Background: an optimization exercise with open tools, aiming at small area and few clock cycles per item. Do not read the settings as production practice.
Only simulation tests tie the RTL to the original design; equivalence was not proved.
Power and IR drop assume default switching activity.

== build 3 ==
Design cnn_pool_layer, start of the top module:
module cnn_pool_layer (
    input  wire logic                       clk,
    input  wire logic                       rst,
    input  wire logic                       fm_wr_en,
    input  wire logic [3-1:0]  fm_wr_row,
    input  wire logic [3-1:0]  fm_wr_col,
    input  wire logic [64-1:0]    fm_wr_data,   
    input  wire logic                       start_req,
    input  wire logic [5-1:0]      start_cfg,    
    output logic                            start_ack,
    output logic                            layer_ready,
    output logic                            out_req,
    input  wire logic                       out_ack,
    output logic [68-1:0]        out_data      
);
For scale: about 13000 cells after synthesis, roughly 4200 flip-flops, roughly 160000 µm² of cells after synthesis.
export LEC_CHECK = 0
export CAP_MARGIN = 20
export CORE_MARGIN = 2
export CORE_UTILIZATION = 55
export CTS_CLUSTER_DIAMETER = 80
export CTS_CLUSTER_SIZE = 26
export SLEW_MARGIN = 20
export SYNTH_HIERARCHICAL = 1
export SYNTH_MEMORY_MAX_BITS = 8192
create_clock -name core_clock -period 8.0 [get_ports {clk}]
standard.sh (not shown) runs the stock make flow with config.mk's settings and CLKGATE_MAP_FILE= SYNTH_SCRIPT=/design/flow/synth_recipe.tcl, a recipe that flattens the netlist after the stock synthesis.
==> flow/flow/run.sh <==
#!/bin/bash
set -o pipefail
cp standard.sh standard_sh.txt 2>/dev/null
export CTS_ARGS="-sink_clustering_enable -repair_clock_nets -sink_clustering_size 26 -sink_clustering_max_diameter 80 -dont_use_dummy_load"
bash standard.sh > standard.log 2>&1
Testbench counts of build 3, summed over its fixed seeds: cycles 6,895, results 1,136.
Edits applied to the flow inputs when going from build 3 to build 89:
--- a/flow/flow/run.sh
+++ b/flow/flow/run.sh
@@ -3 +2,0 @@
-cp standard.sh standard_sh.txt 2>/dev/null
@@ -4,0 +4 @@
+export BUFFER_PORTS_ARGS="-buffer_cell sky130_fd_sc_hd__buf_1"
==> comparison <==
- Cell count along the critical path (build 89 over build 3): decrease, 1
- Build 89 vs build 3, capture point of the critical path: out_values[15] vs out_values[12]
- From build 3 to build 89 the numbers moved as follows: total power draw held steady, ratio of cells with drive above 1 in the final layout now sits at about the same level, wire length moved down.
- Synthesized cell count: build 3 vs build 89 identical
- Taking build 3 as the reference, in build 89 design area down 0.34%, synthesized area per cell flat.
#### Input delta (build 28 over build 89)
--- a/flow/flow/run.sh
+++ b/flow/flow/run.sh
@@ -4,0 +5 @@
+export RECOVER_POWER=100
==> notes.md <==
In build 28 the implementation completed, yet the final layout does not meet the checks, the culprit being capacitance limit, slew limit. The cell area after layout number comes out lower for build 28 vs build 89. Build 28 — layout overhead on the synthesized area 0.53 points lower, build 89 as reference. The switching share of total power on build 28 is in line with that on build 89. Build 28 -> build 89: power share of the combinational group flat. Met3 routed wirelength, build 28 vs build 89: down slightly. The share of the final layout cell area in multi-input gates was comparable across build 89 and build 28. Setup WNS build 89 -> build 28: worse. Changes observed in build 28 relative to build 89: via count closely matched the old numbers, number of filler cells placed in the layout picked up an extra about 0.64%, total power held, fraction of the mapped netlist area in compound gates neither gained nor lost much.
For build 84, these inputs were changed with respect to build 28:
Settings: CTS_CLUSTER_SIZE changed from 26 to 28.
==> flow/flow/run.sh <==
#!/bin/bash
set -o pipefail
export CTS_ARGS="-sink_clustering_enable -repair_clock_nets -sink_clustering_size 28 -sink_clustering_max_diameter 80 -dont_use_dummy_load"
export BUFFER_PORTS_ARGS="-buffer_cell sky130_fd_sc_hd__buf_1"
bash standard.sh > standard.log 2>&1
==> notes.md <==
- Build 84 went all the way through the flow, and no timing, DRC or antenna check failed.
- No crash in build 28: every stage finished, but the layout fails its final checks due to capacitance limit, slew limit.
- Final count of pins violating max slew: lower on build 84
- Build 84 vs build 28: final area up in build 84
- Build 84 vs. build 28: first-pass GRT wire length comparable, number of non-clock buffers in the layout higher, total buffers and inverters traversed by the critical path shows a reduction of 2, total power per unit cell area moved down.
- Build 84: number of buffers inserted during clock tree synthesis lower than build 28
- As far as hold slack is concerned, build 28 and build 84 perform about the same.

========
== run A ==
The RTL this note starts from:
==> flow/design.v <==
`default_nettype none
`timescale 1ns/100ps
module fm_window_feeder (
    input  wire logic                         clk,
    input  wire logic                         wr_en,        
    input  wire logic [3-1:0]    wr_row,
    input  wire logic [3-1:0]    wr_col,
    input  wire logic [64-1:0]      wr_data,      
    input  wire logic [15:0]                  rd_sel,       
    output logic [64-1:0]           px_tl,        
    output logic [64-1:0]           px_tr,        
    output logic [64-1:0]           px_bl,        
    output logic [64-1:0]           px_br         
);
    logic [15:0][64-1:0] bank_tl;
    logic [15:0][64-1:0] bank_tr;
    logic [15:0][64-1:0] bank_bl;
    logic [15:0][64-1:0] bank_br;
    logic [3:0] wr_idx;
    assign wr_idx = {wr_row[2:1], wr_col[2:1]};
    logic [15:0] wr_sel;                     
    logic [15:0] we_tl;
    logic [15:0] we_tr;
    logic [15:0] we_bl;
    logic [15:0] we_br;
    always_comb begin
        wr_sel = '0;
        wr_sel[wr_idx] = 1'b1;
    end
    assign we_tl = wr_sel & {16{wr_en && !wr_row[0] && !wr_col[0]}};
    assign we_tr = wr_sel & {16{wr_en && !wr_row[0] &&  wr_col[0]}};
    assign we_bl = wr_sel & {16{wr_en &&  wr_row[0] && !wr_col[0]}};
    assign we_br = wr_sel & {16{wr_en &&  wr_row[0] &&  wr_col[0]}};
    logic [15:0][64-1:0] next_tl;
    logic [15:0][64-1:0] next_tr;
    logic [15:0][64-1:0] next_bl;
    logic [15:0][64-1:0] next_br;
    for (genvar i = 0; i < 16; i++) begin : g_word
        fm_word_next u_tl (.q(bank_tl[i]), .d(wr_data), .we(we_tl[i]), .keep(!we_tl[i]), .q_next(next_tl[i]));
        fm_word_next u_tr (.q(bank_tr[i]), .d(wr_data), .we(we_tr[i]), .keep(!we_tr[i]), .q_next(next_tr[i]));
        fm_word_next u_bl (.q(bank_bl[i]), .d(wr_data), .we(we_bl[i]), .keep(!we_bl[i]), .q_next(next_bl[i]));
        fm_word_next u_br (.q(bank_br[i]), .d(wr_data), .we(we_br[i]), .keep(!we_br[i]), .q_next(next_br[i]));
    end
    always_ff @(posedge clk) begin
        bank_tl <= next_tl;
        bank_tr <= next_tr;
        bank_bl <= next_bl;
        bank_br <= next_br;
    end
    fm_read_word u_rd_tl (.sel(rd_sel), .words(bank_tl), .y(px_tl));
    fm_read_word u_rd_tr (.sel(rd_sel), .words(bank_tr), .y(px_tr));
    fm_read_word u_rd_bl (.sel(rd_sel), .words(bank_bl), .y(px_bl));
    fm_read_word u_rd_br (.sel(rd_sel), .words(bank_br), .y(px_br));
endmodule
module fm_word_next (
    input  wire logic [64-1:0] q,
    input  wire logic [64-1:0] d,
    input  wire logic                    we,
    input  wire logic                    keep,
    output logic [64-1:0]      q_next
);
    assign q_next = (q & {64{keep}}) | (d & {64{we}});
endmodule
module fm_read_word (
    input  wire logic [15:0]                   sel,
    input  wire logic [15:0][64-1:0] words,
    output logic [64-1:0]            y
);
    logic [5:0][64-1:0] grp_n;     
    for (genvar g = 0; g < 5; g++) begin : g_grp
        fm_read_leg3 u_leg (.a0(words[3*g]), .a1(words[3*g+1]), .a2(words[3*g+2]),
                            .s(sel[3*g +: 3]), .y_n(grp_n[g]));
    end
    assign grp_n[5] = ~(words[15] & {64{sel[15]}});
    assign y = ~(grp_n[0] & grp_n[1] & grp_n[2] & grp_n[3] & grp_n[4] & grp_n[5]);
endmodule
module fm_read_leg3 (
    input  wire logic [64-1:0] a0,
    input  wire logic [64-1:0] a1,
    input  wire logic [64-1:0] a2,
    input  wire logic [2:0]              s,
    output logic [64-1:0]      y_n
);
    assign y_n = ~((a0 & {64{s[0]}}) | (a1 & {64{s[1]}}) |
                   (a2 & {64{s[2]}}));
endmodule
`default_nettype wire
`default_nettype none
`timescale 1ns/100ps
module pool_lane (
    input  wire logic                        relu_en,
    input  wire logic [16-1:0]      win_tl,      
    input  wire logic [16-1:0]      win_tr,      
    input  wire logic [16-1:0]      win_bl,      
    input  wire logic [16-1:0]      win_br,      
    output logic [16-1:0]           res_value
);
    logic [16-1:0] top;
    logic [16-1:0] bot;
    logic [16-1:0] win_max;
    function automatic logic [16-1:0] fp16_max(input logic [16-1:0] a,
                                                        input logic [16-1:0] b);
        logic [16-2:0] a_mag;      
        logic [16-2:0] b_mag;
        logic a_sign;
        logic b_sign;
        logic b_wins;
        a_mag  = a[16-2:0];
        b_mag  = b[16-2:0];
        a_sign = a[16-1];
        b_sign = b[16-1];
        if (a_mag == '0 && b_mag == '0)
            b_wins = 1'b0;                  
        else if (a_sign != b_sign)
            b_wins = a_sign;                
        else if (a_sign)
            b_wins = b_mag < a_mag;         
        else
            b_wins = b_mag > a_mag;
        fp16_max = b_wins ? b : a;
    endfunction
    assign top     = fp16_max(win_tl, win_tr);
    assign bot     = fp16_max(win_bl, win_br);
    assign win_max = fp16_max(top, bot);
    assign res_value = (relu_en && win_max[16-1]) ? '0 : win_max;
endmodule
`default_nettype wire
`default_nettype none
`timescale 1ns/100ps
module result_drain (
    input  wire logic                          clk,
    input  wire logic                          rst,
    input  wire logic                          start_req,
    input  wire logic [5-1:0]         start_cfg,    
    input  wire logic                          out_ack,
    output logic                               start_ack,
    output logic                               layer_ready,
    output logic                               out_req,
    output logic                               relu_en,      
    output logic [2-1:0]         row_cnt,      
    output logic [2-1:0]         col_cnt,      
    output logic [15:0]                        pos_sel       
);
    logic [2-1:0] last_idx;    
    logic cfg_relu_en;
    logic start_take;
    logic pop;
    logic last_col;
    logic last_pos;
    logic [2-1:0] row_nxt;
    logic [2-1:0] col_nxt;
    assign start_take = layer_ready && start_req && !start_ack;
    assign pop        = out_req && out_ack;
    assign last_col   = col_cnt == last_idx;
    assign last_pos   = last_col && (row_cnt == last_idx);
    assign relu_en    = layer_ready ? start_cfg[0] : cfg_relu_en;
    always_comb begin
        row_nxt = row_cnt;
        col_nxt = col_cnt;
        if (!start_take && pop) begin
            if (last_pos) begin
                row_nxt = '0;
                col_nxt = '0;
            end else if (last_col) begin
                row_nxt = row_cnt + 1'b1;
                col_nxt = '0;
            end else begin
                col_nxt = col_cnt + 1'b1;
            end
        end
    end
    always_ff @(posedge clk) begin
        if (rst) begin
            row_cnt <= '0;
            col_cnt <= '0;
            pos_sel <= 16'b1;
        end else begin
            row_cnt <= row_nxt;
            col_cnt <= col_nxt;
            pos_sel <= 16'b1 << {row_nxt, col_nxt};
        end
    end
    always_ff @(posedge clk) begin
        if (rst) begin
            start_ack   <= 1'b0;
            layer_ready <= 1'b1;
            out_req     <= 1'b0;
            cfg_relu_en <= 1'b0;
            last_idx    <= '0;
        end else begin
            if (start_take) begin
                start_ack   <= 1'b1;
                layer_ready <= 1'b0;
                out_req     <= !out_ack;           
                cfg_relu_en <= start_cfg[0];
                last_idx    <= start_cfg[5-1:2] - 1'b1;
            end else begin
                if (start_ack && !start_req)
                    start_ack <= 1'b0;             
                if (pop) begin
                    out_req <= 1'b0;
                    if (last_pos)
                        layer_ready <= 1'b1;       
                end else if (!layer_ready && !out_req && !out_ack) begin
                    out_req <= 1'b1;               
                end
            end
        end
    end
endmodule
`default_nettype wire
`default_nettype none
`timescale 1ns/100ps
module cnn_pool_layer (
    input  wire logic                       clk,
    input  wire logic                       rst,
    input  wire logic                       fm_wr_en,
    input  wire logic [3-1:0]  fm_wr_row,
    input  wire logic [3-1:0]  fm_wr_col,
    input  wire logic [64-1:0]    fm_wr_data,   
    input  wire logic                       start_req,
    input  wire logic [5-1:0]      start_cfg,    
    output logic                            start_ack,
    output logic                            layer_ready,
    output logic                            out_req,
    input  wire logic                       out_ack,
    output logic [68-1:0]        out_data      
);
    logic [64-1:0] px_tl;
    logic [64-1:0] px_tr;
    logic [64-1:0] px_bl;
    logic [64-1:0] px_br;
    logic [64-1:0] values;
    logic [64-1:0] out_values;
    logic [2-1:0] row_cnt;
    logic [2-1:0] col_cnt;
    logic [15:0] pos_sel;
    logic relu_en;
    result_drain u_ctrl (
        .clk         (clk),
        .rst         (rst),
        .start_req   (start_req),
        .start_cfg   (start_cfg),
        .out_ack     (out_ack),
        .start_ack   (start_ack),
        .layer_ready (layer_ready),
        .out_req     (out_req),
        .relu_en     (relu_en),
        .row_cnt     (row_cnt),
        .col_cnt     (col_cnt),
        .pos_sel     (pos_sel)
    );
    fm_window_feeder u_map (
        .clk     (clk),
        .wr_en   (fm_wr_en && layer_ready),
        .wr_row  (fm_wr_row),
        .wr_col  (fm_wr_col),
        .wr_data (fm_wr_data),
        .rd_sel  (pos_sel),
        .px_tl   (px_tl),
        .px_tr   (px_tr),
        .px_bl   (px_bl),
        .px_br   (px_br)
    );
    for (genvar l = 0; l < 4; l++) begin : g_lane
        pool_lane u_lane (
            .relu_en   (relu_en),
            .win_tl    (px_tl[l*16 +: 16]),
            .win_tr    (px_tr[l*16 +: 16]),
            .win_bl    (px_bl[l*16 +: 16]),
            .win_br    (px_br[l*16 +: 16]),
            .res_value (values[l*16 +: 16])
        );
    end
    always_ff @(posedge clk)
        out_values <= values;
    assign out_data = {row_cnt, col_cnt, out_values};
endmodule
`default_nettype wire
clock: 8.0 ns
lec_check: 0
cap_margin: 20
core_margin: 2
core_utilization: 55
cts_cluster_diameter: 45
cts_cluster_size: 30
slew_margin: 20
synth_hierarchical: 1
synth_memory_max_bits: 8192
run.sh (not shown) runs the stock make flow with config.mk's settings and CLKGATE_MAP_FILE= SYNTH_SCRIPT=/design/flow/synth_recipe.tcl, a recipe that flattens the netlist after the stock synthesis.
Stock flow here: none of the scripts above is used.
Run A: full flow OK, the timing, DRC and antenna checks passed
Testbench counts of run A, summed over its fixed seeds: cycles 6,895, results 1,136.
For run B, these inputs were changed with respect to run A:
# run A
export LEC_CHECK = 0
export CAP_MARGIN = 20
export CORE_MARGIN = 2
export CORE_UTILIZATION = 55
export CTS_CLUSTER_DIAMETER = 45
export CTS_CLUSTER_SIZE = 30
export SLEW_MARGIN = 20
export SYNTH_HIERARCHICAL = 1
export SYNTH_MEMORY_MAX_BITS = 8192
create_clock -name core_clock -period 8.0 [get_ports {clk}]
# run B
export LEC_CHECK = 0
export CAP_MARGIN = 20
export CORE_MARGIN = 2
export CORE_UTILIZATION = 55
export CTS_CLUSTER_DIAMETER = 80
export CTS_CLUSTER_SIZE = 26
export SLEW_MARGIN = 20
export SYNTH_HIERARCHICAL = 1
export SYNTH_MEMORY_MAX_BITS = 8192
create_clock -name core_clock -period 8.0 [get_ports {clk}]
==> flow/flow/run.sh (new file) <==
#!/bin/bash
set -o pipefail
cp standard.sh standard_sh.txt 2>/dev/null
export CTS_ARGS="-sink_clustering_enable -repair_clock_nets -sink_clustering_size 26 -sink_clustering_max_diameter 80 -dont_use_dummy_load"
bash standard.sh > standard.log 2>&1
==> flow/standard.sh (new file) <==
#!/bin/bash
# synth_recipe.tcl (not shown) runs the flow's synth.tcl, then flattens the netlist and writes it again
# the make line also repeats each setting of config.mk as NAME=value (left out here)
make -C /OpenROAD-flow-scripts/flow DESIGN_CONFIG=/design/flow/config.mk WORK_HOME=/design/flow/orfs CLKGATE_MAP_FILE= SYNTH_SCRIPT=/design/flow/synth_recipe.tcl "${@:-finish}"
removed: flow/run.sh
### Flow results
- Run B reached the end of the flow, and the finished layout is clean on the timing, DRC and antenna checks.
- Worst hold slack, run B and run A: larger value in run B
- Delta (run B minus run A): wire length of the first global-routing pass went down 1.5%, cell count went down 697, first-iteration DRC count went down 3.8%, clock insertion delay at the later pin of the skew report went down 90 ps.
- For the via count, run B came in 2885 lower than run A did.
- The data arrival time of the worst path on run B is in line with that on run A.
Input changes introduced in run C (baseline for comparison: run B):
# run B
export LEC_CHECK = 0
export CAP_MARGIN = 20
export CORE_MARGIN = 2
export CORE_UTILIZATION = 55
export CTS_CLUSTER_DIAMETER = 80
export CTS_CLUSTER_SIZE = 26
export SLEW_MARGIN = 20
export SYNTH_HIERARCHICAL = 1
export SYNTH_MEMORY_MAX_BITS = 8192
create_clock -name core_clock -period 8.0 [get_ports {clk}]
# run C
export LEC_CHECK = 0
export CAP_MARGIN = 20
export CORE_MARGIN = 2
export CORE_UTILIZATION = 55
export CTS_CLUSTER_DIAMETER = 60
export CTS_CLUSTER_SIZE = 24
export SLEW_MARGIN = 20
export SYNTH_HIERARCHICAL = 1
export SYNTH_MEMORY_MAX_BITS = 8192
create_clock -name core_clock -period 8.0 [get_ports {clk}]
==> flow/run.sh (new file) <==
#!/bin/bash
# synth_recipe.tcl (not shown) runs the flow's synth.tcl, then flattens the netlist and writes it again
# the make line also repeats each setting of config.mk as NAME=value (left out here)
make -C /OpenROAD-flow-scripts/flow DESIGN_CONFIG=/design/flow/config.mk WORK_HOME=/design/flow/orfs CLKGATE_MAP_FILE= SYNTH_SCRIPT=/design/flow/synth_recipe.tcl finish
removed: flow/flow/run.sh
removed: flow/standard.sh
Notes after the runs:
Every stage of the flow completed for run C, and the final layout passed the timing, DRC and antenna checks. In the reports for run B and run C, the larger design area belongs to run C. Wire length of the first global-routing pass: run C > run B. Run C vs. run B: critical path required time went up by 30 ps. On fmax, run B tracks run C almost exactly.
Setup changes, run C to run D
# run C
export LEC_CHECK = 0
export CAP_MARGIN = 20
export CORE_MARGIN = 2
export CORE_UTILIZATION = 55
export CTS_CLUSTER_DIAMETER = 60
export CTS_CLUSTER_SIZE = 24
export SLEW_MARGIN = 20
export SYNTH_HIERARCHICAL = 1
export SYNTH_MEMORY_MAX_BITS = 8192
create_clock -name core_clock -period 8.0 [get_ports {clk}]
# run D
export LEC_CHECK = 0
export CAP_MARGIN = 20
export CORE_MARGIN = 2
export CORE_UTILIZATION = 55
export CTS_CLUSTER_DIAMETER = 80
export CTS_CLUSTER_SIZE = 26
export SLEW_MARGIN = 20
export SYNTH_HIERARCHICAL = 1
export SYNTH_MEMORY_MAX_BITS = 8192
create_clock -name core_clock -period 8.0 [get_ports {clk}]
## What came out
Run D reached the final stage; the timing, DRC and antenna checks on its layout passed.
From run C to run D the numbers moved as follows: switching share of total power saw a decrease; part of the total power dissipated in combinational logic went up; final instance area dropped about 2.3%; via count went down; number of DRC violations after detailed routing comparable.
Via density per instance, run D and run C, higher one = run D.
Reported for run D and run C, area after synthesis turned out identical to the last digit.
Run D against run C: synthesized-area fraction occupied by xor and xnor cells roughly the same; number of antenna cells inserted higher.

-- what the ideal ports hide --
The results above use ideal ports. As a check the final layouts listed here were re-extracted and re-timed, cells and wires unchanged.
Step 1 (the two cells are an assumption about what drives the block):
set clk [get_ports {clk}]
set_driving_cell -lib_cell sky130_fd_sc_hd__clkbuf_16 $clk
set_driving_cell -lib_cell sky130_fd_sc_hd__buf_2 [delete_from_list [all_inputs] $clk]
Step 2 moves the port delays by t, midway between the first and last clock arrival at a register: inputs arrive t later, outputs are due t later. That takes back most of the time a late clock gives input paths.
a / b / c = no drivers / after step 1 / after step 2; a / b = the first two.
run	shift t [ns]	slack for setup (ns)	hold slack, ns	worst setup path at the end	worst register clock-pin slew, ns
build 3	1.020	1.226 / 1.226 / 1.226	0.458 / 0.458 / 0.458	register to register	0.11 / 0.11
build 89	1.022	1.145 / 1.145 / 1.145	0.474 / 0.474 / 0.474	register to register	0.11 / 0.11
build 28	1.020	0.587 / 0.467 / -0.553	0.473 / 0.473 / 0.473	input to register	0.11 / 0.11
build 84	0.999	1.222 / 1.222 / 1.222	0.475 / 0.475 / 0.475	register to register	0.11 / 0.11
run A	1.108	0.882 / 0.882 / 0.882	0.454 / 0.454 / 0.454	register to register	0.07 / 0.07
run B	1.012	0.794 / 0.794 / 0.794	0.461 / 0.461 / 0.461	register to register	0.11 / 0.11
run C	1.055	0.805 / 0.805 / 0.805	0.461 / 0.461 / 0.461	register to register	0.10 / 0.10
run D	1.034	0.864 / 0.864 / 0.864	0.464 / 0.464 / 0.464	register to register	0.11 / 0.11
The setup slack of build 28, which loses most, moves by -0.120 ns with the drivers and by -1.140 ns with both steps.
